Background: an optimization exercise with open tools, aiming at small area. Do not read the settings as production practice. At most, simulation tests tie the RTL to the original design; equivalence was not proved. Power figures rest on the tool's default switching activity, not on a simulated workload.

## build 69
## lane_bank_top
module lane_bank_top (
  input  logic         clk,
  input  logic         reset,
  input  logic [7:0]   in_vld,
  output logic [7:0]   in_rdy,
  input  logic [255:0] in_data,
  output logic [7:0]   out_vld,
  input  logic [7:0]   out_rdy,
  output logic [255:0] out_data,
  input  logic         psel,
  input  logic         penable,
  input  logic         pwrite,
  input  logic [3:0]   paddr,
  input  logic [31:0]  pwdata,
  output logic [31:0]  prdata,
  output logic         pready,
  output logic         pslverr
);
  output_lane_bank u_bank (
    .clk      (clk),
    .reset    (reset),
    .in_vld   (in_vld),
    .in_rdy   (in_rdy),
    .in_data  (in_data),
    .out_vld  (out_vld),
    .out_rdy  (out_rdy),
    .out_data (out_data),
    .psel     (psel),
    .penable  (penable),
    .pwrite   (pwrite),
    .paddr    (paddr),
    .pwdata   (pwdata),
    .prdata   (prdata),
    .pready   (pready),
    .pslverr  (pslverr)
  );
endmodule
For scale: about 1100 flip-flops, roughly 42000 µm² of cells after synthesis.
Settings: LEC_CHECK=0, CAP_MARGIN=20, CORE_MARGIN=2, CORE_UTILIZATION=65, SLEW_MARGIN=20; clock period 5.0 ns.
standard.sh (not shown) runs the stock make flow with config.mk's settings and CLKGATE_MAP_FILE= SYNTH_SCRIPT=/design/flow/synth_recipe.tcl, a recipe that flattens the netlist after the stock synthesis.
==> flow/flow/run.sh <==
#!/bin/bash
# Standard layout with smaller port buffers and a leaner clock tree.
set -euo pipefail
export BUFFER_PORTS_ARGS="-buffer_cell sky130_fd_sc_hd__buf_1"
export CTS_ARGS="-sink_clustering_enable -repair_clock_nets -dont_use_dummy_load -buf_list sky130_fd_sc_hd__clkbuf_8 -sink_clustering_size 16 -sink_clustering_max_diameter 50"
bash standard.sh > standard_make.log 2>&1
> inputs changed (build 69 -> build 92)
diff --git a/flow/flow/run.sh b/flow/flow/run.sh
--- a/flow/flow/run.sh
+++ b/flow/flow/run.sh
@@ -4,0 +5 @@
+export REMOVE_ABC_BUFFERS=1
diff --git a/flow/config.mk b/flow/config.mk
--- a/flow/config.mk
+++ b/flow/config.mk
@@ -10 +10,2 @@
-export CORE_UTILIZATION = 65
+export CORE_UTILIZATION = 40
+export GPL_TIMING_DRIVEN = 0
--- outcome ---
As of build 92, number of standard cells in the final layout excluding fillers had risen by more than 10% compared to build 69. Leakage power came out higher on build 92 than on build 69. [compare] base=build 69 new=build 92: sum of met2 wire segment lengths after detailed routing increased by 5.1% relative to the old numbers; placed instance area rose 3.5%; total of clock buffers placed in the layout now sits higher. Measured against each other, build 92 and build 69 differ in clock share of power, the higher figure coming from build 92. On number of antenna violations at the first check in global routing: between build 92 and build 69, it ends up higher for build 69. In the reports for build 92 and build 69, the larger fraction of final layout cells with drive strength greater than 1 belongs to build 92. In build 92 the global-route usage turned out 16 points lower than in build 69. In build 92 the met3 track demand over resource in global routing turned out 6.2 points lower than in build 69. Re register-to-register slack: build 92 and build 69 aren't equal, and the lower value belongs to build 69.
Input-level comparison between build 16 and build 92:
diff --git a/flow/flow/run.sh b/flow/flow/run.sh
--- a/flow/flow/run.sh
+++ b/flow/flow/run.sh
@@ -5 +4,0 @@
-export REMOVE_ABC_BUFFERS=1
diff --git a/flow/config.mk b/flow/config.mk
--- a/flow/config.mk
+++ b/flow/config.mk
@@ -11 +10,0 @@
-export GPL_TIMING_DRIVEN = 0
==> comparison <==
Per the comparison of build 16 with build 92, clock-net power higher, clock buffer count moved up, part of the cycle the worst path needs now sits higher, first-pass GRT wire length rose 12%. On leakage power total, build 16 and build 92 are neck and neck. Compared with build 92, build 16 shows a total non-filler cell area in the finished layout that is 1.4% lower. Compared with build 92, build 16 shows a maximum number of pins on one net before global-route repair that is about 100% higher. Compared with build 92, in build 16 cell count picked up an extra 63; post-CTS setup-driven buffer insertion count did not really move. Taking build 92 as the reference, in build 16 detailed-route vias per instance increased by 0.26 relative to the old numbers, met3 wire length shows an increase of about 55%.


## run A
lane_bank_top, a different RTL version from the one above (not shown whole).
Size in the first run: about 2,700 cells after synthesis, ~1,100 flip-flops, ~620 I/O pins, about 44,000 um^2 of cells after synthesis.
clock: 5.0 ns
lec_check: 0
cap_margin: 20
core_margin: 2
core_utilization: 40
slew_margin: 20
==> flow/flow/run.sh <==
#!/bin/bash
# Standard layout with smaller port buffers and no CTS dummy loads.
set -euo pipefail
export BUFFER_PORTS_ARGS="-buffer_cell sky130_fd_sc_hd__buf_1"
export CTS_ARGS="-sink_clustering_enable -repair_clock_nets -dont_use_dummy_load"
bash standard.sh > standard_make.log 2>&1
### run A -> run B
==> flow/flow/run.sh <==
#!/bin/bash
# Standard layout with smaller port buffers and a leaner clock tree.
set -euo pipefail
export BUFFER_PORTS_ARGS="-buffer_cell sky130_fd_sc_hd__buf_1"
export CTS_ARGS="-sink_clustering_enable -repair_clock_nets -dont_use_dummy_load -buf_list sky130_fd_sc_hd__clkbuf_8 -sink_clustering_size 20 -sink_clustering_max_diameter 60"
bash standard.sh > standard_make.log 2>&1
==> run summary <==
Between run A and run B, the final area is higher for run A.
Run A → run B: clock network fraction of total power went down, buffer depth of the longest clock path did not really move, global-route usage did not really move, via count did not really move, arrival time at the worst endpoint went up.
Compared run B against run A; first-pass GRT wire length within noise.
Count of clock-buffer cells in the layout: run B vs run A down 20
Between run B and run A, it is run B whose number of buffers created by CTS is lower, by 20.
### run B -> run C
==> flow/run.sh (new file) <==
#!/bin/bash
# synth_recipe.tcl (not shown) runs the flow's synth.tcl, then flattens the netlist and writes it again
# the make line also repeats each setting of config.mk as NAME=value (left out here)
make -C /OpenROAD-flow-scripts/flow DESIGN_CONFIG=/design/flow/config.mk WORK_HOME=/design/flow/orfs CLKGATE_MAP_FILE= SYNTH_SCRIPT=/design/flow/synth_recipe.tcl finish
removed: flow/flow/run.sh
removed: flow/standard.sh
[summary]
Relative to run B, the weighted congestion reported at the end of routability-driven placement measured on run C has decreased by a few percent.
Between run B and run C, the overall track demand over capacity in global routing is higher for run C.
Diff run B -> run C: worst hold-check slack saw a decrease, register-to-register slack saw little to no change, clock insertion delay at the later pin of the skew report saw a decrease.


lane_bank_top, a different RTL version from the one above (not shown whole).
For scale: roughly 2700 cells after synthesis, ~620 I/O pins.
export LEC_CHECK = 0
export CAP_MARGIN = 20
export CORE_MARGIN = 2
export CORE_UTILIZATION = 40
export GPL_TIMING_DRIVEN = 0
export SLEW_MARGIN = 20
create_clock -name core_clock -period 5.0 [get_ports {clk}]
==> flow/flow/run.sh <==
#!/bin/bash
# Standard layout with smaller port buffers and a leaner clock tree.
set -euo pipefail
export BUFFER_PORTS_ARGS="-buffer_cell sky130_fd_sc_hd__buf_1"
export CTS_ARGS="-sink_clustering_enable -repair_clock_nets -dont_use_dummy_load -buf_list sky130_fd_sc_hd__clkbuf_8 -sink_clustering_size 16 -sink_clustering_max_diameter 50"
bash standard.sh > standard_make.log 2>&1
Rerun with:
Settings changed: GPL_TIMING_DRIVEN 0 to default.
Sequential cell count stays the same.
Synthesized area does not change.
Global-route usage shrinks by 3.3 points.
Clock power shrinks by a few percent.
Total power shrinks slightly.
Synthesized cell count does not change.
Die area is unchanged.
Routed wire length shrinks by roughly a tenth.
Worst setup slack gains 0.44 ns.
Function was not checked in any run of this note: the RTL went through the layout flow alone.


lane_bank_top, a different RTL version from the one above (not shown whole).
For scale: about 2400 cells after synthesis, roughly 620 I/O pins, roughly 41000 µm² of cells after synthesis.
clock: 5.0 ns
lec_check: 0
cap_margin: 20
core_margin: 2
core_utilization: 60
slew_margin: 20
==> flow/flow/run.sh <==
#!/bin/bash
# Standard layout with smaller port buffers and a leaner clock tree.
set -euo pipefail
export BUFFER_PORTS_ARGS="-buffer_cell sky130_fd_sc_hd__buf_1"
export CTS_ARGS="-sink_clustering_enable -repair_clock_nets -dont_use_dummy_load -buf_list sky130_fd_sc_hd__clkbuf_4 -sink_clustering_size 10 -sink_clustering_max_diameter 40"
bash standard.sh > standard_make.log 2>&1
==> next run, changes <==
==> flow/flow/run.sh (replaced) <==
#!/bin/bash
# Standard layout with smaller port buffers and a leaner clock tree.
set -euo pipefail
export BUFFER_PORTS_ARGS="-buffer_cell sky130_fd_sc_hd__buf_1"
export CTS_ARGS="-sink_clustering_enable -repair_clock_nets -dont_use_dummy_load -buf_list sky130_fd_sc_hd__clkbuf_4 -sink_clustering_size 8 -sink_clustering_max_diameter 40"
bash standard.sh > standard_make.log 2>&1
=> Area after synthesis stays the same; cell area is about the same; setup slack improves by 24 ps; global-route usage hardly moves; routed wire length barely changes; register-to-register slack is better by 30 ps; count of clock-buffer cells in the layout rose by 18; maximum frequency grows by 0.56%; utilization rose by 0.19 points; combinational power barely changes; total power rose by 1.2%.


The RTL this note starts from:
==> flow/design.v <==
package lane_buf_pkg;
  localparam int DATA_W = 32;
  localparam int APB_AW = 4;
  typedef logic [DATA_W-1:0] lane_data_t;
  localparam logic [3:0] REG_KSIZE  = 4'h0;
  localparam logic [3:0] REG_STATUS = 4'h4;
endpackage
module lane_fifo #(
  parameter int DATA_W = lane_buf_pkg::DATA_W
) (
  input  logic              clk,
  input  logic              reset,
  input  logic              push,
  input  logic              pop,
  input  logic [2:0]        in_sel,
  input  logic [DATA_W-1:0] in_a,
  input  logic [DATA_W-1:0] in_b,
  input  logic [DATA_W-1:0] in_c,
  output logic [DATA_W-1:0] out_data,
  output logic              rdy,
  output logic              vld
);
  logic [DATA_W-1:0] mem_n [4];
  logic [DATA_W-1:0] wr_data_n;
  logic [1:0] wr_ptr;
  logic [1:0] wr_inc;
  logic [3:0] wr_sel;
  logic [3:0] wr_sel_inc;
  logic [3:0] rd_sel;
  logic       full;
  logic       same;
  assign wr_inc = {wr_ptr[0], ~wr_ptr[1]};
  assign wr_sel = {wr_ptr[1] & ~wr_ptr[0], wr_ptr[1] & wr_ptr[0],
                   ~wr_ptr[1] & wr_ptr[0], ~wr_ptr[1] & ~wr_ptr[0]};
  assign wr_sel_inc = {wr_sel[2:0], wr_sel[3]};
  assign rdy = ~full;
  assign same = |(wr_sel & rd_sel);
  assign vld  = ~same | full;
  assign wr_data_n = ~(({DATA_W{in_sel[0]}} & in_a) |
                       ({DATA_W{in_sel[1]}} & in_b) |
                       ({DATA_W{in_sel[2]}} & in_c));
  assign out_data = ~(({DATA_W{rd_sel[0]}} & mem_n[0]) |
                      ({DATA_W{rd_sel[1]}} & mem_n[1]) |
                      ({DATA_W{rd_sel[2]}} & mem_n[2]) |
                      ({DATA_W{rd_sel[3]}} & mem_n[3]));
  always_ff @(posedge clk) begin
    for (int i = 0; i < 4; i++) begin
      if (push & wr_sel[i]) begin
        mem_n[i] <= wr_data_n;
      end
    end
  end
  always_ff @(posedge clk) begin
    if (reset) begin
      wr_ptr <= '0;
      rd_sel <= 4'b0001;
      full   <= 1'b0;
    end else begin
      if (push) begin
        wr_ptr <= wr_inc;
      end
      if (pop) begin
        rd_sel <= {rd_sel[2:0], rd_sel[3]};
      end
      full   <= ~pop & (full | (push & (|(wr_sel_inc & rd_sel))));
    end
  end
endmodule
module lane_router (
  input  logic             m_k3,
  input  logic             m_k5,
  input  logic             m_ch,
  input  logic [7:0]       in_vld,
  output logic [7:0]       in_rdy,
  output logic [7:0]       out_vld,
  input  logic [7:0]       out_rdy,
  output logic [7:0]       lane_push,
  output logic [7:0]       lane_pop,
  output logic [7:0][2:0]  lane_in_sel,
  input  logic [7:0]       lane_rdy,
  input  logic [7:0]       lane_vld,
  output logic [7:0]       lane_empty
);
  logic [7:0] lane_in_vld;
  logic [7:0] lane_out_rdy;
  always_comb begin
    for (int j = 0; j < 8; j++) begin
      lane_in_sel[j] = {m_ch, m_k5, m_k3};
    end
    for (int j = 0; j < 4; j++) begin
      lane_in_vld[j]  = (m_k3 & in_vld[j]) | (m_k5 & lane_vld[j+4]) | (m_ch & lane_vld[j+1]);
      lane_out_rdy[j] = (j == 0) ? out_rdy[0] : (m_ch ? lane_rdy[j-1] : out_rdy[j]);
      if (j == 3) lane_in_vld[j+4] = (m_k3 & in_vld[7]) | (m_k5 & in_vld[3]) | (m_ch & in_vld[0]);
      else        lane_in_vld[j+4] = (m_k3 & in_vld[j+4]) | (m_k5 & in_vld[j]) | (m_ch & lane_vld[j+5]);
      lane_out_rdy[j+4] = m_k3 ? out_rdy[j+4] : (m_k5 ? lane_rdy[j] : lane_rdy[j+3]);
      out_vld[j]   = lane_vld[j] & ((j == 0) | ~m_ch);
      out_vld[j+4] = lane_vld[j+4] & m_k3;
      if (j == 0) in_rdy[j] = m_k3 ? lane_rdy[0] : (m_k5 ? lane_rdy[4] : lane_rdy[7]);
      else        in_rdy[j] = m_k3 ? lane_rdy[j] : (m_k5 & lane_rdy[j+4]);
      in_rdy[j+4] = m_k3 & lane_rdy[j+4];
    end
    lane_empty = ~lane_vld;
    lane_push  = lane_in_vld & lane_rdy;
    lane_pop   = lane_vld & lane_out_rdy;
  end
endmodule
module kernel_cfg_apb #(
  parameter int NUM_LANES = 8
) (
  input  logic                            clk,
  input  logic                            reset,
  input  logic                            psel,
  input  logic                            penable,
  input  logic                            pwrite,
  input  logic [lane_buf_pkg::APB_AW-1:0] paddr,
  input  logic [31:0]                     pwdata,
  output logic [31:0]                     prdata,
  output logic                            pready,
  output logic                            pslverr,
  input  logic [NUM_LANES-1:0]            lane_empty,
  output logic                            m_k3,
  output logic                            m_k5,
  output logic                            m_ch
);
  logic access;
  logic addr_ok;
  logic all_empty;
  logic ksize_wr;
  logic is_k3;
  logic is_k5;
  assign pready = 1'b1;
  assign access    = psel & penable;
  assign all_empty = &lane_empty;
  assign addr_ok   = (paddr == lane_buf_pkg::REG_KSIZE) ||
                     (paddr == lane_buf_pkg::REG_STATUS);
  assign ksize_wr  = access & pwrite & (paddr == lane_buf_pkg::REG_KSIZE);
  assign pslverr = access & (!addr_ok | (ksize_wr & !all_empty));
  assign is_k3 = (pwdata[3:0] == 4'd3);
  assign is_k5 = (pwdata[3:0] == 4'd5);
  always_ff @(posedge clk) begin
    if (reset) begin
      m_k3 <= 1'b1;
      m_k5 <= 1'b0;
      m_ch <= 1'b0;
    end else if (ksize_wr && all_empty) begin
      m_k3 <= is_k3;
      m_k5 <= is_k5;
      m_ch <= ~is_k3 & ~is_k5;
    end
  end
  always_comb begin
    case (paddr)
      lane_buf_pkg::REG_KSIZE:  prdata = {28'd0, 1'b0, ~m_k3, ~m_k5, 1'b1};
      lane_buf_pkg::REG_STATUS: prdata = 32'(lane_empty);
      default:                  prdata = '0;
    endcase
  end
endmodule
module output_lane_bank (
  input  logic                            clk,
  input  logic                            reset,
  input  logic [7:0]                      in_vld,
  output logic [7:0]                      in_rdy,
  input  logic [7:0][31:0]                in_data,
  output logic [7:0]                      out_vld,
  input  logic [7:0]                      out_rdy,
  output logic [7:0][31:0]                out_data,
  input  logic                            psel,
  input  logic                            penable,
  input  logic                            pwrite,
  input  logic [lane_buf_pkg::APB_AW-1:0] paddr,
  input  logic [31:0]                     pwdata,
  output logic [31:0]                     prdata,
  output logic                            pready,
  output logic                            pslverr
);
  logic             m_k3;
  logic             m_k5;
  logic             m_ch;
  logic [7:0]       lane_empty;
  logic [7:0]       lane_push;
  logic [7:0]       lane_pop;
  logic [7:0][2:0]  lane_in_sel;
  logic [7:0][31:0] src_b;
  logic [7:0][31:0] src_c;
  logic [7:0]       lane_rdy;
  logic [7:0]       lane_vld;
  logic [7:0][31:0] lane_out_data;
  kernel_cfg_apb #(
    .NUM_LANES (8)
  ) u_cfg (
    .clk        (clk),
    .reset      (reset),
    .psel       (psel),
    .penable    (penable),
    .pwrite     (pwrite),
    .paddr      (paddr),
    .pwdata     (pwdata),
    .prdata     (prdata),
    .pready     (pready),
    .pslverr    (pslverr),
    .lane_empty (lane_empty),
    .m_k3       (m_k3),
    .m_k5       (m_k5),
    .m_ch       (m_ch)
  );
  lane_router u_router (
    .m_k3          (m_k3),
    .m_k5          (m_k5),
    .m_ch          (m_ch),
    .in_vld        (in_vld),
    .in_rdy        (in_rdy),
    .out_vld       (out_vld),
    .out_rdy       (out_rdy),
    .lane_push     (lane_push),
    .lane_pop      (lane_pop),
    .lane_in_sel   (lane_in_sel),
    .lane_rdy      (lane_rdy),
    .lane_vld      (lane_vld),
    .lane_empty    (lane_empty)
  );
  always_comb begin
    for (int j = 0; j < 4; j++) begin
      src_b[j]   = lane_out_data[j+4];
      src_c[j]   = lane_out_data[j+1];
      src_b[j+4] = in_data[j];
      src_c[j+4] = (j == 3) ? in_data[0] : lane_out_data[j+5];
    end
  end
  assign out_data = lane_out_data;
  for (genvar i = 0; i < 8; i++) begin : g_lane
    lane_fifo #(
      .DATA_W (32)
    ) u_fifo (
      .clk      (clk),
      .reset    (reset),
      .push     (lane_push[i]),
      .pop      (lane_pop[i]),
      .in_sel   (lane_in_sel[i]),
      .in_a     (in_data[i]),
      .in_b     (src_b[i]),
      .in_c     (src_c[i]),
      .out_data (lane_out_data[i]),
      .rdy      (lane_rdy[i]),
      .vld      (lane_vld[i])
    );
  end
endmodule
module lane_bank_top (
  input  logic         clk,
  input  logic         reset,
  input  logic [7:0]   in_vld,
  output logic [7:0]   in_rdy,
  input  logic [255:0] in_data,
  output logic [7:0]   out_vld,
  input  logic [7:0]   out_rdy,
  output logic [255:0] out_data,
  input  logic         psel,
  input  logic         penable,
  input  logic         pwrite,
  input  logic [3:0]   paddr,
  input  logic [31:0]  pwdata,
  output logic [31:0]  prdata,
  output logic         pready,
  output logic         pslverr
);
  output_lane_bank u_bank (
    .clk      (clk),
    .reset    (reset),
    .in_vld   (in_vld),
    .in_rdy   (in_rdy),
    .in_data  (in_data),
    .out_vld  (out_vld),
    .out_rdy  (out_rdy),
    .out_data (out_data),
    .psel     (psel),
    .penable  (penable),
    .pwrite   (pwrite),
    .paddr    (paddr),
    .pwdata   (pwdata),
    .prdata   (prdata),
    .pready   (pready),
    .pslverr  (pslverr)
  );
endmodule
==> flow/config.mk <==
export PLATFORM = sky130hd
export DESIGN_NAME = lane_bank_top
export DESIGN_NICKNAME = lane_bank_top
export VERILOG_FILES = /design/flow/design.v
export SDC_FILE = /design/flow/constraint.sdc
export NUM_CORES = 4
export LEC_CHECK = 0
export CAP_MARGIN = 20
export CORE_MARGIN = 2
export CORE_UTILIZATION = 50
export SLEW_MARGIN = 20
==> flow/constraint.sdc <==
create_clock -name core_clock -period 5.0 [get_ports {clk}]
set_input_delay 1.0000 -clock core_clock [delete_from_list [all_inputs] [get_ports {clk}]]
set_output_delay 1.0000 -clock core_clock [all_outputs]
set_load 0.01 [all_outputs]
==> flow/flow/run.sh <==
#!/bin/bash
# Standard layout with smaller port buffers and a leaner clock tree.
set -euo pipefail
export BUFFER_PORTS_ARGS="-buffer_cell sky130_fd_sc_hd__buf_1"
export CTS_ARGS="-sink_clustering_enable -repair_clock_nets -dont_use_dummy_load -buf_list sky130_fd_sc_hd__clkbuf_4 -sink_clustering_size 10 -sink_clustering_max_diameter 40"
bash standard.sh > standard_make.log 2>&1
Next try:
==> flow/flow/run.sh (replaced) <==
#!/bin/bash
# Standard layout with smaller port buffers and a leaner clock tree.
set -euo pipefail
export BUFFER_PORTS_ARGS="-buffer_cell sky130_fd_sc_hd__buf_1"
export CTS_ARGS="-sink_clustering_enable -repair_clock_nets -dont_use_dummy_load -buf_list sky130_fd_sc_hd__clkbuf_8 -sink_clustering_size 16 -sink_clustering_max_diameter 50"
bash standard.sh > standard_make.log 2>&1
Settings changed: CORE_UTILIZATION 50 to 40.
The changed run passed the timing, DRC and antenna checks.
Setup slack improved by 0.34 ns.
Global-route usage is lower by 5.8 points.
Critical path depth does not change.
Routed wire length increases by 3.6%.
Worst hold slack gains 0.26 ns.
Register-to-register slack gains 0.33 ns.
Power climbs by 3.9%.
Via count fell by 0.97%.
Synthesized area does not change.
Die area grows by 25%.
Sequential cell count does not change.
Next try:
==> flow/flow/run.sh (replaced) <==
#!/bin/bash
# Standard layout with smaller port buffers and a leaner clock tree.
set -euo pipefail
export BUFFER_PORTS_ARGS="-buffer_cell sky130_fd_sc_hd__buf_1"
export CTS_ARGS="-sink_clustering_enable -repair_clock_nets -dont_use_dummy_load -buf_list sky130_fd_sc_hd__clkbuf_4 -sink_clustering_size 10 -sink_clustering_max_diameter 40"
bash standard.sh > standard_make.log 2>&1
Flip-flop and latch count does not change.
Routed wire length barely changes.
Clock skew rises by 0.016 ns.
Worst setup slack is worse by 0.33 ns.
First-iteration DRC count goes up by 3.5%.
Critical path depth does not change.
Synthesized area is unchanged.
Total power went down by 3.1%.
Combinational power hardly moves.
Next try:
Settings changed: CORE_UTILIZATION 40 to 60.
After rerunning:
- The new run completed with no timing, DRC or antenna violations
- worst hold slack improved by 0.0083 ns
- total power is lower by 2.1%
- final area is lower by 1.9%
- die area goes down by 33%
- utilization increases by 22 points
- sequential cell count is unchanged
- synthesized area is unchanged
- routed wire length came out lower by 8.1%

## port drivers added, routing unchanged
How much do the figures lean on ideal ports? The routed layouts below were timed once more, with nothing changed but the port constraints. Step 1 sets driving cells, clkbuf_16 on the clock port and buf_2 on the other inputs (assumed; they add their load-dependent delay and slew). Step 2 moves the port delays by t, midway between the first and last clock arrival at a register: inputs arrive t later, outputs are due t later. That takes back most of the time a late clock gives input paths. a / b / c = no drivers / after step 1 / after step 2; a / b = the first two.
run	shift t [ns]	setup slack, ns	clock arrival spread, ns
build 69	0.753	0.488 / 0.425 / 1.178	0.072 / 0.072
build 92	0.794	0.580 / 0.515 / 1.309	0.074 / 0.074
build 16	0.796	0.490 / 0.417 / 1.213	0.152 / 0.152
run A	0.727	0.679 / 0.613 / 1.340	0.037 / 0.038
run B	0.778	0.548 / 0.484 / 1.263	0.109 / 0.109
run C	0.752	0.369 / 0.296 / 1.048	0.027 / 0.028
the first run of note 3	0.794	0.090 / 0.021 / 0.815	0.149 / 0.148
the second run of note 3	0.779	0.529 / 0.461 / 1.240	0.115 / 0.116
the first run of note 4	1.030	0.696 / 0.633 / 1.663	0.092 / 0.092
the second run of note 4	1.037	0.720 / 0.651 / 1.688	0.123 / 0.122
the first run of note 5	1.058	0.464 / 0.395 / 1.271	0.144 / 0.144
the second run of note 5	0.802	0.805 / 0.739 / 1.541	0.093 / 0.093
the third run of note 5	1.065	0.474 / 0.408 / 1.473	0.116 / 0.116
the fourth run of note 5	1.035	0.460 / 0.394 / 1.429	0.104 / 0.104
After both steps every run listed still meets setup and hold.
